Background: an optimization exercise with open tools, aiming at a short achievable clock period and few clock cycles. Do not read the settings as production practice. The RTL was checked by simulation tests, not by an equivalence proof against the original design. Power and IR drop assume default switching activity.

==> inputs of job 8208 <==
==> flow/design.v (excerpt) <==
module riscvTop (
    input  logic        clk,
    input  logic        rst,
    input  logic [31:0] mem_rdata,
    input  logic        mem_ready,
    output logic [14:0] mem_addr,
    output logic [31:0] mem_wdata,
    output logic        mem_we,
    output logic        mem_strobe
);
    riscvCore core0 (
        .clk(clk), .rst(rst), .memRdata(mem_rdata), .memReady(mem_ready),
        .memAddr(mem_addr), .memWdata(mem_wdata), .memWe(mem_we), .memStrobe(mem_strobe)
    );
endmodule
Settings: LEC_CHECK=0, ABC_CLOCK_PERIOD_IN_PS=2000, CAP_MARGIN=20, CORE_MARGIN=2, CORE_UTILIZATION=35, CTS_CLUSTER_DIAMETER=60, CTS_CLUSTER_SIZE=30, PLACE_DENSITY=0.5, SETUP_SLACK_MARGIN=3.55, SLEW_MARGIN=20, TNS_END_PERCENT=100; clock period 6.0 ns.
run.sh (not shown) runs the stock make flow with config.mk's settings and CLKGATE_MAP_FILE= SYNTH_SCRIPT=/design/flow/synth_recipe.tcl, a recipe that flattens the netlist after the stock synthesis.
==> job 2716: changes against job 8208 <==
--- a/flow/design.v
+++ b/flow/design.v
@@ -42,75 +42,40 @@
     input  logic        arith,
     input  logic [31:0] x,
     input  logic [31:0] y,
     output logic [16:0] sumLo,
     output logic        carryLo,
     output logic [14:0] sumHi0,
     output logic [14:0] sumHi1,
-    output logic [31:0] logic_,
-    output logic [31:0] shl,
-    output logic [31:0] shr,
+    output logic [31:0] other,
     output logic        ltLo,
     output logic        eqHi,
     output logic        ltHiU,
     output logic        ltHiS
 );
     logic [4:0] shamt;
     logic s, hiOnes;
     assign shamt = y[4:0];
     assign s = y[31];
-    prefixAdd #(.W(17)) addLo (.a(x[16:0]), .b(y[16:0]), .cin(1'b0), .s(sumLo), .cout(carryLo));
+    assign {carryLo, sumLo} = {1'b0, x[16:0]} + {1'b0, y[16:0]};
     assign sumHi0 = s ? x[31:17] - 15'd1 : x[31:17];
     assign sumHi1 = s ? x[31:17] : x[31:17] + 15'd1;
     assign hiOnes = x[31:16] == 16'hffff;
-    logic [15:0] diffLo;
-    logic noBorrow;
-    prefixAdd #(.W(16)) cmpLo (.a(x[15:0]), .b(~y[15:0]), .cin(1'b1), .s(diffLo), .cout(noBorrow));
-    assign ltLo = ~noBorrow;
+    assign ltLo = x[15:0] < y[15:0];
     assign eqHi = s ? hiOnes : x[31:16] == 16'd0;
     assign ltHiU = s & ~hiOnes;
     assign ltHiS = x[31] & ~(s & hiOnes);
-    assign logic_ = funct3[1] ? (funct3[0] ? x & y : x | y) : x ^ y;
-    assign shl = x << shamt;
-    assign shr = $unsigned($signed({arith & x[31], x}) >>> shamt);
-endmodule
-`default_nettype wire
-`default_nettype none
-module prefixAdd #(
-    parameter int W = 16
-) (
-    input  logic [W-1:0] a,
-    input  logic [W-1:0] b,
-    input  logic         cin,
-    output logic [W-1:0] s,
-    output logic         cout
-);
-    localparam int L = W > 16 ? 5 : W > 8 ? 4 : W > 4 ? 3 : W > 2 ? 2 : 1;
-    logic [W-1:0] g [0:L];
-    logic [W-1:0] p [0:L];
-    logic [W:0]   c;
     always_comb begin
-        g[0] = a & b;
-        p[0] = a ^ b;
-        g[0][0] = (a[0] & b[0]) | ((a[0] ^ b[0]) & cin);
-        for (int k = 1; k <= L; k++) begin
-            for (int i = 0; i < W; i++) begin
-                if (i >= (1 << (k - 1))) begin
-                    g[k][i] = g[k-1][i] | (p[k-1][i] & g[k-1][i - (1 << (k - 1))]);
-                    p[k][i] = p[k-1][i] & p[k-1][i - (1 << (k - 1))];
-                end else begin
-                    g[k][i] = g[k-1][i];
-                    p[k][i] = p[k-1][i];
-                end
-            end
-        end
-        c[0] = cin;
-        for (int i = 0; i < W; i++) c[i+1] = g[L][i];
-        s = (a ^ b) ^ c[W-1:0];
-        cout = c[W];
+        case (funct3)
+            3'd1: other = x << shamt;
+            3'd5: other = $unsigned($signed({arith & x[31], x}) >>> shamt);
+            3'd6: other = x | y;
+            3'd7: other = x & y;
+            default: other = x ^ y;
+        endcase
     end
 endmodule
 `default_nettype wire
 `timescale 1ns/100ps
 `default_nettype none
 module byteLanes (
     input  logic [3:0]  lb,
@@ -168,30 +133,29 @@
     logic        q1v, q2v;
     logic [31:0] q0i, q1i, q2i;
     logic [1:0]  c1;         
     logic [31:0] opA1, opB1, imm1;
     logic [16:0] sumLo1;
     logic        cLo1;
     logic [14:0] sumHi01, sumHi11;
-    logic [31:0] log1, shl1, shr1;
+    logic [31:0] oth1;
     logic        ltLo1, eqHi1, ltHiU1, ltHiS1;
     logic        ld0, st0, lui0, opi0, wr0, needOld0;
     logic [3:0]  lb0, rep0;
     logic        isB0, isH0, isW0, hHi0, uns0;
     logic [31:0] rs2x0;
     logic [16:0] sumLo0;
     logic        cLo0;
     logic [14:0] sumHi00, sumHi10;
-    logic [31:0] log0, shl0, shr0;
+    logic [31:0] oth0;
     logic        ltLo0, eqHi0, ltHiU0, ltHiS0;
-    logic        sSum0, sShl0, sShr0, sLog0, sLts0, sLtu0, sLui0, sLdO0, sStO0;
+    logic        sSum0, sOth0, sLts0, sLtu0, sLui0, sLdO0, sStO0;
     logic        hasD0;
     logic        c0;         
     logic [31:0] old0;
-    logic [15:0] oldSel0;    
     logic [31:0] res0;
     logic        rv0;        
     logic        cm0;        
     logic [14:0] wA0;        
     logic        wReg0;      
     logic [15:0] wOh0;       
     logic ld1, st1, lui1, opi1, wr1;
@@ -268,15 +232,15 @@
     logic [31:0] q2iP, inP;
     logic shiftOk, lastIss, shift;
     assign inV = fQ;
     logic [31:0] src1;
     logic stS, ldS, luiS, opiS, wrS;
     logic [31:0] immIS, immSS;
     logic in1;
-    assign in1 = 1'b0;
+    assign in1 = inV && !q1v;
     assign src1 = in1 ? rdQ : q1i;
     insnDecoder decS (.insn(src1), .isLoad(ldS), .isStore(stS), .isLui(luiS), .isOpImm(opiS),
                       .writes(wrS), .immI(immIS), .immS(immSS));
     assign wChk = issQ && oKind == kWrite;
     assign patch1 = wChk && m1;
     assign patch2 = wChk && q2v && m2;
     assign patchIn = wChk && inV && m2;
@@ -349,35 +313,30 @@
                 wr0 <= wr1;
                 needOld0 <= ld1 || (st1 && !q1i[13]);
                 lb0 <= q1i[13] ? 4'b0001 : q1i[12] ? (dS1[1] ? 4'b0100 : 4'b0001) : 4'b0001 << dS1[1:0];
                 isB0 <= q1i[13:12] == 2'b00;
                 isH0 <= q1i[13:12] == 2'b01;
                 isW0 <= q1i[13];
                 hHi0 <= dS1[1];
-                oldSel0 <= 16'd1 << dS1[5:2];
                 uns0 <= q1i[14];
                 rep0 <= q1i[13] ? 4'b1111 : q1i[12] ? (dS1[1] ? 4'b1100 : 4'b0011) : 4'b0001 << dS1[1:0];
                 rs2x0 <= q1i[13] ? opB1 : q1i[12] ? {2{opB1[15:0]}} : {4{opB1[7:0]}};
                 sumLo0 <= sumLo1;
                 cLo0 <= cLo1;
                 sumHi00 <= sumHi01;
                 sumHi10 <= sumHi11;
-                log0 <= log1;
-                shl0 <= shl1;
-                shr0 <= shr1;
+                oth0 <= oth1;
                 ltLo0 <= ltLo1;
                 eqHi0 <= eqHi1;
                 ltHiU0 <= ltHiU1;
                 ltHiS0 <= ltHiS1;
                 sSum0 <= opi1 && q1i[14:12] == 3'd0;
                 sLts0 <= opi1 && q1i[14:12] == 3'd2;
                 sLtu0 <= opi1 && q1i[14:12] == 3'd3;
-                sShl0 <= opi1 && q1i[14:12] == 3'd1;
-                sShr0 <= opi1 && q1i[14:12] == 3'd5;
-                sLog0 <= opi1 && (q1i[14:12] == 3'd4 || q1i[14:13] == 2'b11);
+                sOth0 <= opi1 && (q1i[14:12] == 3'd1 || q1i[14] == 1'b1);
                 sLui0 <= lui1;
                 sLdO0 <= ld1;
                 sStO0 <= st1;
                 hasD0 <= dS1[16:6] != 11'd0 && (ld1 || (st1 && !q1i[13]));
                 wA0 <= wA1;
                 wReg0 <= wr1 && wA1[14:4] == 11'd0;
                 wOh0 <= 16'd1 << wA1[3:0];
@@ -406,15 +365,16 @@
                         q1i <= inP;
                         q1v <= 1'b1;
                     end else begin
                         q2i <= inP;
                         q2v <= 1'b1;
                     end
                 end
-                if (patch1 || (inV && !q1v) || !final0) c1 <= 2'd0;
+                if (patch1 || (inV && !q1v && patchIn) || !final0) c1 <= 2'd0;
+                else if (inV && !q1v) c1 <= 2'd1;
                 else if (c1 != 2'd2) c1 <= c1 + 2'd1;
                 if (!rv0) begin
                     if (hasD0) begin
                         if (dQ) begin
                             res0 <= ld0 ? ldRd : stRd;
                             rv0 <= 1'b1;
                         end
@@ -432,50 +392,45 @@
         for (int i = 0; i < 16; i++) begin
             if (rfWe[i]) rf[i] <= rfWd;
         end
     end
     logic [16:0] sumLoOut;
     logic        cLoOut, ltLoOut, eqHiOut, ltHiUOut, ltHiSOut;
     logic [14:0] sumHi0Out, sumHi1Out;
-    logic [31:0] logOut, shlOut, shrOut;
+    logic [31:0] othOut;
     alu alu0 (.funct3(q1i[14:12]), .arith(q1i[30]), .x(opA1), .y(imm1),
               .sumLo(sumLoOut), .carryLo(cLoOut), .sumHi0(sumHi0Out), .sumHi1(sumHi1Out),
-              .logic_(logOut), .shl(shlOut), .shr(shrOut),
+              .other(othOut),
               .ltLo(ltLoOut), .eqHi(eqHiOut), .ltHiU(ltHiUOut), .ltHiS(ltHiSOut));
     logic ltU0, ltS0;
     assign ltU0 = ltHiU0 || (eqHi0 && ltLo0);
     assign ltS0 = ltHiS0 || (eqHi0 && ltLo0);
     assign aluB = ({32{sSum0}} & {cLo0 ? sumHi10 : sumHi00, sumLo0})
-                | ({32{sShl0}} & shl0) | ({32{sShr0}} & shr0) | ({32{sLog0}} & log0)
+                | ({32{sOth0}} & oth0)
                 | {31'd0, (sLts0 && ltS0) || (sLtu0 && ltU0)}
                 | ({32{sLui0}} & {q0i[31:12], 12'd0})
                 | ({32{sLdO0}} & ldOld) | ({32{sStO0}} & stOld);
     byteLanes lanesD (.lb(lb0), .isB(isB0), .isH(isH0), .isW(isW0), .hHi(hHi0), .uns(uns0),
                       .rep(rep0), .word(rdQ), .rs2x(rs2x0), .loadValue(ldRd), .storeWord(stRd));
     byteLanes lanesR (.lb(lb0), .isB(isB0), .isH(isH0), .isW(isW0), .hHi(hHi0), .uns(uns0),
                       .rep(rep0), .word(old0), .rs2x(rs2x0), .loadValue(ldOld), .storeWord(stOld));
     assign dS0 = sumLo0;
     logic fwdA, fwdB;
     assign fwdA = (rv0 || dNow || oNow) && wReg0 && wA0[3:0] == src1[18:15];
     assign fwdB = (rv0 || dNow || oNow) && wReg0 && wA0[3:0] == src1[23:20];
     always_ff @(posedge clk) begin
-        old0 <= 32'd0;
-        for (int i = 0; i < 16; i++) begin
-            if (oldSel0[i]) old0 <= rf[i];
-        end
+        old0 <= rf[dS0[5:2]];
         opA1 <= fwdA ? resN : rf[src1[18:15]];
         opB1 <= fwdB ? resN : rf[src1[23:20]];
         imm1 <= stS ? immSS : immIS;
         sumLo1 <= sumLoOut;
         cLo1 <= cLoOut;
         sumHi01 <= sumHi0Out;
         sumHi11 <= sumHi1Out;
-        log1 <= logOut;
-        shl1 <= shlOut;
-        shr1 <= shrOut;
+        oth1 <= othOut;
         ltLo1 <= ltLoOut;
         eqHi1 <= eqHiOut;
         ltHiU1 <= ltHiUOut;
         ltHiS1 <= ltHiSOut;
         m1 <= wA0 == pc1;
         m2 <= wA0 == pc2;
     end
==> job 5095: changes against job 8208 <==
--- a/flow/design.v
+++ b/flow/design.v
@@ -450,24 +450,47 @@
                 | ({32{sLui0}} & {q0i[31:12], 12'd0})
                 | ({32{sLdO0}} & ldOld) | ({32{sStO0}} & stOld);
     byteLanes lanesD (.lb(lb0), .isB(isB0), .isH(isH0), .isW(isW0), .hHi(hHi0), .uns(uns0),
                       .rep(rep0), .word(rdQ), .rs2x(rs2x0), .loadValue(ldRd), .storeWord(stRd));
     byteLanes lanesR (.lb(lb0), .isB(isB0), .isH(isH0), .isW(isW0), .hHi(hHi0), .uns(uns0),
                       .rep(rep0), .word(old0), .rs2x(rs2x0), .loadValue(ldOld), .storeWord(stOld));
     assign dS0 = sumLo0;
+    logic [31:0] q1iN, rfA, rfB;
+    logic [15:0] ohA, ohB;
+    always_comb begin
+        q1iN = q1i;
+        if (rst) begin
+            q1iN = 32'd0;
+        end else if (shift) begin
+            q1iN = q2v ? q2iP : inP;
+        end else begin
+            if (patch1) q1iN = res0;
+            if (inV && !q1v) q1iN = inP;
+        end
+    end
+    always_comb begin
+        rfA = 32'd0;
+        rfB = 32'd0;
+        for (int i = 0; i < 16; i++) begin
+            if (ohA[i]) rfA = rfA | rf[i];
+            if (ohB[i]) rfB = rfB | rf[i];
+        end
+    end
     logic fwdA, fwdB;
     assign fwdA = (rv0 || dNow || oNow) && wReg0 && wA0[3:0] == src1[18:15];
     assign fwdB = (rv0 || dNow || oNow) && wReg0 && wA0[3:0] == src1[23:20];
     always_ff @(posedge clk) begin
         old0 <= 32'd0;
         for (int i = 0; i < 16; i++) begin
             if (oldSel0[i]) old0 <= rf[i];
         end
-        opA1 <= fwdA ? resN : rf[src1[18:15]];
-        opB1 <= fwdB ? resN : rf[src1[23:20]];
+        opA1 <= fwdA ? resN : rfA;
+        opB1 <= fwdB ? resN : rfB;
+        ohA <= 16'd1 << q1iN[18:15];
+        ohB <= 16'd1 << q1iN[23:20];
         imm1 <= stS ? immSS : immIS;
         sumLo1 <= sumLoOut;
         cLo1 <= cLoOut;
         sumHi01 <= sumHi0Out;
         sumHi11 <= sumHi1Out;
         log1 <= logOut;
         shl1 <= shlOut;
==> job 8059: changes against job 8208 <==
--- a/flow/design.v
+++ b/flow/design.v
@@ -42,75 +42,40 @@
     input  logic        arith,
     input  logic [31:0] x,
     input  logic [31:0] y,
     output logic [16:0] sumLo,
     output logic        carryLo,
     output logic [14:0] sumHi0,
     output logic [14:0] sumHi1,
-    output logic [31:0] logic_,
-    output logic [31:0] shl,
-    output logic [31:0] shr,
+    output logic [31:0] other,
     output logic        ltLo,
     output logic        eqHi,
     output logic        ltHiU,
     output logic        ltHiS
 );
     logic [4:0] shamt;
     logic s, hiOnes;
     assign shamt = y[4:0];
     assign s = y[31];
-    prefixAdd #(.W(17)) addLo (.a(x[16:0]), .b(y[16:0]), .cin(1'b0), .s(sumLo), .cout(carryLo));
+    assign {carryLo, sumLo} = {1'b0, x[16:0]} + {1'b0, y[16:0]};
     assign sumHi0 = s ? x[31:17] - 15'd1 : x[31:17];
     assign sumHi1 = s ? x[31:17] : x[31:17] + 15'd1;
     assign hiOnes = x[31:16] == 16'hffff;
-    logic [15:0] diffLo;
-    logic noBorrow;
-    prefixAdd #(.W(16)) cmpLo (.a(x[15:0]), .b(~y[15:0]), .cin(1'b1), .s(diffLo), .cout(noBorrow));
-    assign ltLo = ~noBorrow;
+    assign ltLo = x[15:0] < y[15:0];
     assign eqHi = s ? hiOnes : x[31:16] == 16'd0;
     assign ltHiU = s & ~hiOnes;
     assign ltHiS = x[31] & ~(s & hiOnes);
-    assign logic_ = funct3[1] ? (funct3[0] ? x & y : x | y) : x ^ y;
-    assign shl = x << shamt;
-    assign shr = $unsigned($signed({arith & x[31], x}) >>> shamt);
-endmodule
-`default_nettype wire
-`default_nettype none
-module prefixAdd #(
-    parameter int W = 16
-) (
-    input  logic [W-1:0] a,
-    input  logic [W-1:0] b,
-    input  logic         cin,
-    output logic [W-1:0] s,
-    output logic         cout
-);
-    localparam int L = W > 16 ? 5 : W > 8 ? 4 : W > 4 ? 3 : W > 2 ? 2 : 1;
-    logic [W-1:0] g [0:L];
-    logic [W-1:0] p [0:L];
-    logic [W:0]   c;
     always_comb begin
-        g[0] = a & b;
-        p[0] = a ^ b;
-        g[0][0] = (a[0] & b[0]) | ((a[0] ^ b[0]) & cin);
-        for (int k = 1; k <= L; k++) begin
-            for (int i = 0; i < W; i++) begin
-                if (i >= (1 << (k - 1))) begin
-                    g[k][i] = g[k-1][i] | (p[k-1][i] & g[k-1][i - (1 << (k - 1))]);
-                    p[k][i] = p[k-1][i] & p[k-1][i - (1 << (k - 1))];
-                end else begin
-                    g[k][i] = g[k-1][i];
-                    p[k][i] = p[k-1][i];
-                end
-            end
-        end
-        c[0] = cin;
-        for (int i = 0; i < W; i++) c[i+1] = g[L][i];
-        s = (a ^ b) ^ c[W-1:0];
-        cout = c[W];
+        case (funct3)
+            3'd1: other = x << shamt;
+            3'd5: other = $unsigned($signed({arith & x[31], x}) >>> shamt);
+            3'd6: other = x | y;
+            3'd7: other = x & y;
+            default: other = x ^ y;
+        endcase
     end
 endmodule
 `default_nettype wire
 `timescale 1ns/100ps
 `default_nettype none
 module byteLanes (
     input  logic [3:0]  lb,
@@ -150,16 +115,16 @@
     output logic [31:0] memWdata,
     output logic        memWe,
     output logic        memStrobe
 );
     logic [1:0]  oKind;      
     logic        issQ;       
     logic [31:0] rdQ;        
-    logic        fQ, dQ, rQ;  
-    logic        lastQ;      
+    logic        rdvQ;       
+    logic [1:0]  rdkQ;       
     logic [2:0]  ph;
     logic [4:0]  rCnt;       
     logic [3:0]  rDone;      
     logic [14:0] pc1;        
     logic [14:0] pc2;        
     logic        m1, m2;     
     logic [31:0] rf [0:15];
@@ -168,30 +133,29 @@
     logic        q1v, q2v;
     logic [31:0] q0i, q1i, q2i;
     logic [1:0]  c1;         
     logic [31:0] opA1, opB1, imm1;
     logic [16:0] sumLo1;
     logic        cLo1;
     logic [14:0] sumHi01, sumHi11;
-    logic [31:0] log1, shl1, shr1;
+    logic [31:0] oth1;
     logic        ltLo1, eqHi1, ltHiU1, ltHiS1;
     logic        ld0, st0, lui0, opi0, wr0, needOld0;
     logic [3:0]  lb0, rep0;
     logic        isB0, isH0, isW0, hHi0, uns0;
     logic [31:0] rs2x0;
     logic [16:0] sumLo0;
     logic        cLo0;
     logic [14:0] sumHi00, sumHi10;
-    logic [31:0] log0, shl0, shr0;
+    logic [31:0] oth0;
     logic        ltLo0, eqHi0, ltHiU0, ltHiS0;
-    logic        sSum0, sShl0, sShr0, sLog0, sLts0, sLtu0, sLui0, sLdO0, sStO0;
+    logic        sSum0, sOth0, sLts0, sLtu0, sLui0, sLdO0, sStO0;
     logic        hasD0;
     logic        c0;         
     logic [31:0] old0;
-    logic [15:0] oldSel0;    
     logic [31:0] res0;
     logic        rv0;        
     logic        cm0;        
     logic [14:0] wA0;        
     logic        wReg0;      
     logic [15:0] wOh0;       
     logic ld1, st1, lui1, opi1, wr1;
@@ -239,23 +203,19 @@
         if (rst) begin
             memStrobe <= 1'b0;
             memWe <= 1'b0;
             memAddr <= 15'd0;
             memWdata <= 32'd0;
             oKind <= kFetch;
             issQ <= 1'b0;
-            fQ <= 1'b0;
-            dQ <= 1'b0;
-            rQ <= 1'b0;
-            lastQ <= 1'b0;
+            rdvQ <= 1'b0;
+            rdkQ <= kFetch;
         end else begin
-            fQ <= memReady & memStrobe & (oKind == kFetch);
-            dQ <= memReady & memStrobe & (oKind == kData);
-            rQ <= memReady & memStrobe & (oKind == kRegLoad);
-            lastQ <= load & nV & (nK == kWrite || (nK == kFetch && ph != phInit && !wr0));
+            rdvQ <= memReady & memStrobe;
+            rdkQ <= oKind;
             issQ <= load & nV;
             if (load) begin
                 memStrobe <= nV;
                 memAddr <= nA;
                 memWe <= nK == kWrite;
                 memWdata <= res0;
                 oKind <= nK;
@@ -263,35 +223,36 @@
         end
     end
     logic inV;
     logic wChk;
     logic patch1, patch2, patchIn;
     logic [31:0] q2iP, inP;
     logic shiftOk, lastIss, shift;
-    assign inV = fQ;
+    assign inV = rdvQ && rdkQ == kFetch;
     logic [31:0] src1;
     logic stS, ldS, luiS, opiS, wrS;
     logic [31:0] immIS, immSS;
-    logic in1;
-    assign in1 = 1'b0;
+    logic in1, spec;
+    assign spec = inV && q1v && !q2v && (lastIss || ph == phDone);
+    assign in1 = (inV && !q1v) || spec;
     assign src1 = in1 ? rdQ : q1i;
     insnDecoder decS (.insn(src1), .isLoad(ldS), .isStore(stS), .isLui(luiS), .isOpImm(opiS),
                       .writes(wrS), .immI(immIS), .immS(immSS));
     assign wChk = issQ && oKind == kWrite;
     assign patch1 = wChk && m1;
     assign patch2 = wChk && q2v && m2;
     assign patchIn = wChk && inV && m2;
     assign q2iP = patch2 ? res0 : q2i;
     assign inP = patchIn ? res0 : rdQ;
     assign shiftOk = q1v && c1 == 2'd2 && !patch1 && (cm0 || !wr0);
-    assign lastIss = lastQ;
+    assign lastIss = issQ && (oKind == kWrite || (oKind == kFetch && !wr0));
     assign shift = (lastIss || ph == phDone) && shiftOk;
     logic dNow, oNow, final0;
     logic [31:0] resN;
-    assign dNow = hasD0 && dQ;
+    assign dNow = hasD0 && rdvQ && rdkQ == kData;
     assign oNow = !hasD0 && needOld0 && c0;
     assign final0 = !wReg0 || rv0 || dNow || oNow;
     assign resN = rv0 ? res0 : hasD0 ? ldRd : ld0 ? ldOld : stOld;
     logic [31:0] aluB, ldRd, stRd, ldOld, stOld;
     always_ff @(posedge clk) begin
         if (rst) begin
             ph <= phInit;
@@ -328,15 +289,15 @@
                     end
                     default: ph <= shiftOk ? phStart : phDone;
                 endcase
             end else if (ph == phDone && shiftOk) begin
                 ph <= phStart;
             end
             rfWe <= 16'd0;
-            if (rQ) begin
+            if (rdvQ && rdkQ == kRegLoad) begin
                 rfWe <= 16'd1 << rDone;
                 rfWd <= rdQ;
                 rDone <= rDone + 4'd1;
             end else if (rv0 && !cm0) begin
                 rfWe <= wReg0 ? wOh0 : 16'd0;
                 rfWd <= res0;
             end
@@ -349,35 +310,30 @@
                 wr0 <= wr1;
                 needOld0 <= ld1 || (st1 && !q1i[13]);
                 lb0 <= q1i[13] ? 4'b0001 : q1i[12] ? (dS1[1] ? 4'b0100 : 4'b0001) : 4'b0001 << dS1[1:0];
                 isB0 <= q1i[13:12] == 2'b00;
                 isH0 <= q1i[13:12] == 2'b01;
                 isW0 <= q1i[13];
                 hHi0 <= dS1[1];
-                oldSel0 <= 16'd1 << dS1[5:2];
                 uns0 <= q1i[14];
                 rep0 <= q1i[13] ? 4'b1111 : q1i[12] ? (dS1[1] ? 4'b1100 : 4'b0011) : 4'b0001 << dS1[1:0];
                 rs2x0 <= q1i[13] ? opB1 : q1i[12] ? {2{opB1[15:0]}} : {4{opB1[7:0]}};
                 sumLo0 <= sumLo1;
                 cLo0 <= cLo1;
                 sumHi00 <= sumHi01;
                 sumHi10 <= sumHi11;
-                log0 <= log1;
-                shl0 <= shl1;
-                shr0 <= shr1;
+                oth0 <= oth1;
                 ltLo0 <= ltLo1;
                 eqHi0 <= eqHi1;
                 ltHiU0 <= ltHiU1;
                 ltHiS0 <= ltHiS1;
                 sSum0 <= opi1 && q1i[14:12] == 3'd0;
                 sLts0 <= opi1 && q1i[14:12] == 3'd2;
                 sLtu0 <= opi1 && q1i[14:12] == 3'd3;
-                sShl0 <= opi1 && q1i[14:12] == 3'd1;
-                sShr0 <= opi1 && q1i[14:12] == 3'd5;
-                sLog0 <= opi1 && (q1i[14:12] == 3'd4 || q1i[14:13] == 2'b11);
+                sOth0 <= opi1 && (q1i[14:12] == 3'd1 || q1i[14] == 1'b1);
                 sLui0 <= lui1;
                 sLdO0 <= ld1;
                 sStO0 <= st1;
                 hasD0 <= dS1[16:6] != 11'd0 && (ld1 || (st1 && !q1i[13]));
                 wA0 <= wA1;
                 wReg0 <= wr1 && wA1[14:4] == 11'd0;
                 wOh0 <= 16'd1 << wA1[3:0];
@@ -406,19 +362,20 @@
                         q1i <= inP;
                         q1v <= 1'b1;
                     end else begin
                         q2i <= inP;
                         q2v <= 1'b1;
                     end
                 end
-                if (patch1 || (inV && !q1v) || !final0) c1 <= 2'd0;
+                if (patch1 || (inV && !q1v && patchIn) || spec || !final0) c1 <= 2'd0;
+                else if (inV && !q1v) c1 <= 2'd1;
                 else if (c1 != 2'd2) c1 <= c1 + 2'd1;
                 if (!rv0) begin
                     if (hasD0) begin
-                        if (dQ) begin
+                        if (rdvQ && rdkQ == kData) begin
                             res0 <= ld0 ? ldRd : stRd;
                             rv0 <= 1'b1;
                         end
                     end else if (c0 || !needOld0) begin
                         res0 <= aluB;
                         rv0 <= wr0;
                     end
@@ -432,50 +389,45 @@
         for (int i = 0; i < 16; i++) begin
             if (rfWe[i]) rf[i] <= rfWd;
         end
     end
     logic [16:0] sumLoOut;
     logic        cLoOut, ltLoOut, eqHiOut, ltHiUOut, ltHiSOut;
     logic [14:0] sumHi0Out, sumHi1Out;
-    logic [31:0] logOut, shlOut, shrOut;
+    logic [31:0] othOut;
     alu alu0 (.funct3(q1i[14:12]), .arith(q1i[30]), .x(opA1), .y(imm1),
               .sumLo(sumLoOut), .carryLo(cLoOut), .sumHi0(sumHi0Out), .sumHi1(sumHi1Out),
-              .logic_(logOut), .shl(shlOut), .shr(shrOut),
+              .other(othOut),
               .ltLo(ltLoOut), .eqHi(eqHiOut), .ltHiU(ltHiUOut), .ltHiS(ltHiSOut));
     logic ltU0, ltS0;
     assign ltU0 = ltHiU0 || (eqHi0 && ltLo0);
     assign ltS0 = ltHiS0 || (eqHi0 && ltLo0);
     assign aluB = ({32{sSum0}} & {cLo0 ? sumHi10 : sumHi00, sumLo0})
-                | ({32{sShl0}} & shl0) | ({32{sShr0}} & shr0) | ({32{sLog0}} & log0)
+                | ({32{sOth0}} & oth0)
                 | {31'd0, (sLts0 && ltS0) || (sLtu0 && ltU0)}
                 | ({32{sLui0}} & {q0i[31:12], 12'd0})
                 | ({32{sLdO0}} & ldOld) | ({32{sStO0}} & stOld);
     byteLanes lanesD (.lb(lb0), .isB(isB0), .isH(isH0), .isW(isW0), .hHi(hHi0), .uns(uns0),
                       .rep(rep0), .word(rdQ), .rs2x(rs2x0), .loadValue(ldRd), .storeWord(stRd));
     byteLanes lanesR (.lb(lb0), .isB(isB0), .isH(isH0), .isW(isW0), .hHi(hHi0), .uns(uns0),
                       .rep(rep0), .word(old0), .rs2x(rs2x0), .loadValue(ldOld), .storeWord(stOld));
     assign dS0 = sumLo0;
     logic fwdA, fwdB;
     assign fwdA = (rv0 || dNow || oNow) && wReg0 && wA0[3:0] == src1[18:15];
     assign fwdB = (rv0 || dNow || oNow) && wReg0 && wA0[3:0] == src1[23:20];
     always_ff @(posedge clk) begin
-        old0 <= 32'd0;
-        for (int i = 0; i < 16; i++) begin
-            if (oldSel0[i]) old0 <= rf[i];
-        end
+        old0 <= rf[dS0[5:2]];
         opA1 <= fwdA ? resN : rf[src1[18:15]];
         opB1 <= fwdB ? resN : rf[src1[23:20]];
         imm1 <= stS ? immSS : immIS;
         sumLo1 <= sumLoOut;
         cLo1 <= cLoOut;
         sumHi01 <= sumHi0Out;
         sumHi11 <= sumHi1Out;
-        log1 <= logOut;
-        shl1 <= shlOut;
-        shr1 <= shrOut;
+        oth1 <= othOut;
         ltLo1 <= ltLoOut;
         eqHi1 <= eqHiOut;
         ltHiU1 <= ltHiUOut;
         ltHiS1 <= ltHiSOut;
         m1 <= wA0 == pc1;
         m2 <= wA0 == pc2;
     end
==> key figures <==
Worst setup path
  – Arrival @ worst endpoint: 3.83 ns
  – FF-to-FF End: core0.seq0.opB1[21]
  – Worst-path maximum fanout: 8

Placement
  – Area after DPL: 65,100 sq um

Status
  – Status: finished clean

Clocking
  – Setup Buffers After CTS: 407

Logic synthesis
  – Seq/Total Area, Yosys: 0.515

Layout
  – Multi-input combinational area share: 0.368

Global routing
  – Largest net degree at the start of global routing: 72
the above is filed under job 8059

==> key figures <==
Layout
  – Count of non-CTS buffers in the layout: 479
  – CLK BUF: 124
  – Multi-input combinational area share: 0.373

Status
  – Status: finished clean

Global routing
  – Largest net degree at the start of global routing: 81

Detailed routing
  – Routed wl met2: 150,000 um

Worst setup path
  – Arrival @ worst endpoint: 3.34 ns
  – Worst-path maximum fanout: 9
  – FF-to-FF End: core0.seq0.opA1[2]

Placement
  – Area after DPL: 70,100 sq um

Logic synthesis
  – Seq/Total Area, Yosys: 0.527
the above is filed under job 8208

==> key figures <==
Status
  – Status: finished clean

Placement
  – Area after DPL: 63,600 sq um

Global routing
  – Largest net degree at the start of global routing: 72

Layout
  – Multi-input combinational area share: 0.370

Worst setup path
  – FF-to-FF End: core0.seq0.opA1[30]
  – Arrival @ worst endpoint: 3.46 ns
the above is filed under job 2716

==> key figures <==
Status
  – Status: finished clean

Detailed routing
  – Total Wirelength: 301,000 um

Power and ir drop
  – Reg power frac: 0.475

Layout
  – Max FFs per register: 512
  – Count of non-CTS buffers in the layout: 319
  – Signal buffers share of area: 0.0461

Placement
  – Area after DPL: 66,900 sq um

Clocking
  – Setup Buffers After CTS: 52
  – Clock sinks: 1,352

Worst setup path
  – Worst-path maximum fanout: 37

Logic synthesis
  – Seq/Total Area, Yosys: 0.564
  – Synth top cells by count: 874 x edfxtp_1, 478 x dfxtp_1, 442 x nor2_1, 438 x nand2_1, 426 x a22oi_1
the above is filed under job 5095

Testbench counts of job 8208, summed over its fixed seeds: cycles 56,915.
Testbench counts of job 2716, summed over its fixed seeds: cycles 56,851.
Testbench counts of job 5095, summed over its fixed seeds: cycles 56,915.
Testbench counts of job 8059, summed over its fixed seeds: cycles 56,637.

-- port drivers added, routing unchanged --
No port has a modelled driver above. Below, the same layouts with a new extraction and two added sets of constraints. Step 1 sets driving cells, clkbuf_16 on the clock port and buf_2 on the other inputs (assumed; they add their load-dependent delay and slew). Step 2 adds t to the input delays and takes it off the output delays; t is the mean of the earliest and latest rising clock arrival at the registers after step 1. Input paths then give back, and output paths get back, about the clock's delay inside the block. a / b / c = ideal ports / drivers / drivers and shift; a / b = the first two.
| run | shift t [ns] | setup WS [ns] | hold WS [ns] | worst slew at a driven data input, ns |
|---|---|---|---|---|
| job 8208 | 0.894 | 3.328 / 3.328 / 2.867 | 0.392 / 0.392 / 0.392 | 0.06 |
| job 2716 | 0.885 | 3.210 / 3.210 / 2.978 | 0.394 / 0.394 / 0.394 | 0.07 |
| job 5095 | 0.871 | 3.469 / 3.395 / 2.846 | 0.363 / 0.363 / 0.363 | 0.08 |
| job 8059 | 0.858 | 2.824 / 2.824 / 2.824 | 0.400 / 0.400 / 0.400 | 0.05 |
After both steps setup and hold are still met in every run listed. The setup slack of job 5095, which loses most, moves by -0.074 ns with the drivers and by -0.623 ns with both steps.
